What follows belongs to an exercise in optimizing a design on an open flow for small area, a short achievable clock period and few clock cycles per item; a production flow would make more cautious choices.
Function was checked by simulation only, so behaviour that the tests miss may differ from the original.
Power figures rest on the tool's default switching activity, not on a simulated workload.

north:
==> flow/design.v (excerpt) <==
module rv_exec_core #(
    parameter int unsigned XLEN  = 32,
    parameter int unsigned NREGS = 32,
    parameter int unsigned CNT_W = 32
) (
    input  logic             clk,
    input  logic             reset_n,
    input  logic             instr_valid,
    input  logic [31:0]      instr,
    output logic             instr_ready,
    output logic             result_valid,
    output logic [XLEN-1:0]  result,
    output logic [4:0]       result_rd,
    output logic             illegal,
    output logic [CNT_W-1:0] retired
);
For scale: ~62,000 sq um of cells after synthesis.
make LEC_CHECK=0 ABC_AREA=1 CAP_MARGIN=20 CORE_MARGIN=2 CORE_UTILIZATION=40 CTS_CLUSTER_DIAMETER=60 CTS_CLUSTER_SIZE=20 PLACE_DENSITY=0.55 SETUP_SLACK_MARGIN=4.3 SLEW_MARGIN=20 TNS_END_PERCENT=30 finish   # period 7.0 ns
run.sh (not shown) runs the stock make flow with config.mk's settings and CLKGATE_MAP_FILE= SYNTH_SCRIPT=/design/flow/synth_recipe.tcl, a recipe that flattens the netlist after the stock synthesis.
In summary, north completed successfully, with a layout that passed the timing, design-rule and antenna checks.
Testbench counts of north, summed over its fixed seeds: cycles 12,024, items 12,000.
## Diff of input files: south against north
Settings: clearing ABC_AREA, which used to be 1; swapping 0.55 for 0.5 in PLACE_DENSITY; swapping 40 for 30 in CORE_UTILIZATION.
### Flow results
Delta (south minus north): non-clock buffer count up 63; clock power share lower; post-route clock period utilization saw an increase; via count saw a decrease. Diff north -> south: total wirelength of the detailed-routed design now sits lower, count of clock-buffer cells in the layout increased 2. A leading cell type in the layout, fill and taps excluded of sky130_fd_sc_hd__nand2_1 is what north shows, while sky130_fd_sc_hd__edfxtp_1 belongs to south. Comparing north and south, first-pass iteration count of the detailed router is lower on north.

---

Another version of the RTL of rv_exec_core (not shown whole).
Size: roughly 1300 flip-flops, ~110 I/O pins, ~59000 um2 of cells after synthesis.
==> flow/config.mk <==
export PLATFORM = sky130hd
export DESIGN_NAME = rv_exec_core
export DESIGN_NICKNAME = rv_exec_core
export VERILOG_FILES = /design/flow/design.v
export SDC_FILE = /design/flow/constraint.sdc
export NUM_CORES = 4
export LEC_CHECK = 0
export ABC_AREA = 1
export CAP_MARGIN = 20
export CORE_MARGIN = 2
export CORE_UTILIZATION = 45
export CTS_CLUSTER_DIAMETER = 60
export CTS_CLUSTER_SIZE = 20
export PLACE_DENSITY = 0.6
export SETUP_SLACK_MARGIN = 4.3
export SLEW_MARGIN = 20
export TNS_END_PERCENT = 5
==> flow/constraint.sdc <==
create_clock -name core_clock -period 7.0 [get_ports {clk}]
set_input_delay 1.4000 -clock core_clock [delete_from_list [all_inputs] [get_ports {clk}]]
set_output_delay 1.4000 -clock core_clock [all_outputs]
set_load 0.01 [all_outputs]
The baseline passed the timing, design-rule and antenna checks.
Testbench counts at the start, summed over its fixed seeds: cycles 12,024, items 12,000.
Edit:
--- a/flow/config.mk
+++ b/flow/config.mk
@@ -10,6 +10,6 @@
 export CORE_MARGIN = 2
-export CORE_UTILIZATION = 45
+export CORE_UTILIZATION = 40
 export CTS_CLUSTER_DIAMETER = 60
 export CTS_CLUSTER_SIZE = 20
-export PLACE_DENSITY = 0.6
+export PLACE_DENSITY = 0.55
 export SETUP_SLACK_MARGIN = 4.3
Outcome: The new run finished clean; synthesized area is unchanged; wire length grows by 5.6%; non-clock buffer count is higher by 32; final area went up by 2.6%; setup slack improves by 290 ps; global-route usage is lower by 2.4 points; hold slack got worse by 5.3 ps; die area goes up by 12%; count of clock-buffer cells in the layout rises by 2; via count hardly moves; power climbs by 3.0%.
Edit:
--- a/flow/config.mk
+++ b/flow/config.mk
@@ -11,4 +11,4 @@
 export CORE_UTILIZATION = 40
-export CTS_CLUSTER_DIAMETER = 60
-export CTS_CLUSTER_SIZE = 20
+export CTS_CLUSTER_DIAMETER = 75
+export CTS_CLUSTER_SIZE = 25
 export PLACE_DENSITY = 0.55
Effect: Synthesized area is unchanged; hold slack improves by 4.2 ps; cell count fell by 0.35%; register-to-register slack hardly moves; total power shrinks by about 8%; synthesized cell count is unchanged.

==> separate check: timing with driven ports <==
Ports are ideal in the flow. The routed layouts listed here were re-timed in OpenROAD. Step 1 (the two cells are an assumption about what drives the block):
set clk [get_ports {clk}]
set_driving_cell -lib_cell sky130_fd_sc_hd__clkbuf_16 $clk
set_driving_cell -lib_cell sky130_fd_sc_hd__buf_2 [delete_from_list [all_inputs] $clk]
Step 2 times the ports against the registers' clock, not the clock port: input delays grow and output delays shrink by t, the midpoint of the rising clock arrivals with the driver on. Three values: no drivers, after step 1, after step 2; two values: the first two.
| run | t (ns) | slack for setup (ns) | worst hold slack (ns) |
|---|---|---|---|
| north | 0.859 | 4.101 / 4.101 / 3.835 | 0.415 / 0.415 / 0.415 |
| south | 0.853 | 3.987 / 3.987 / 3.437 | 0.396 / 0.396 / 0.396 |
| the first run of note 2 | 0.818 | 3.795 / 3.795 / 3.503 | 0.386 / 0.386 / 0.386 |
| the second run of note 2 | 0.837 | 4.089 / 4.089 / 3.412 | 0.381 / 0.381 / 0.381 |
| the third run of note 2 | 0.832 | 4.098 / 4.098 / 3.488 | 0.385 / 0.385 / 0.385 |
After both steps setup and hold are still met in every run listed. For the second run of note 2, which loses most, drivers alone change the setup slack by 0.000 ns; drivers and shift together by -0.677 ns.
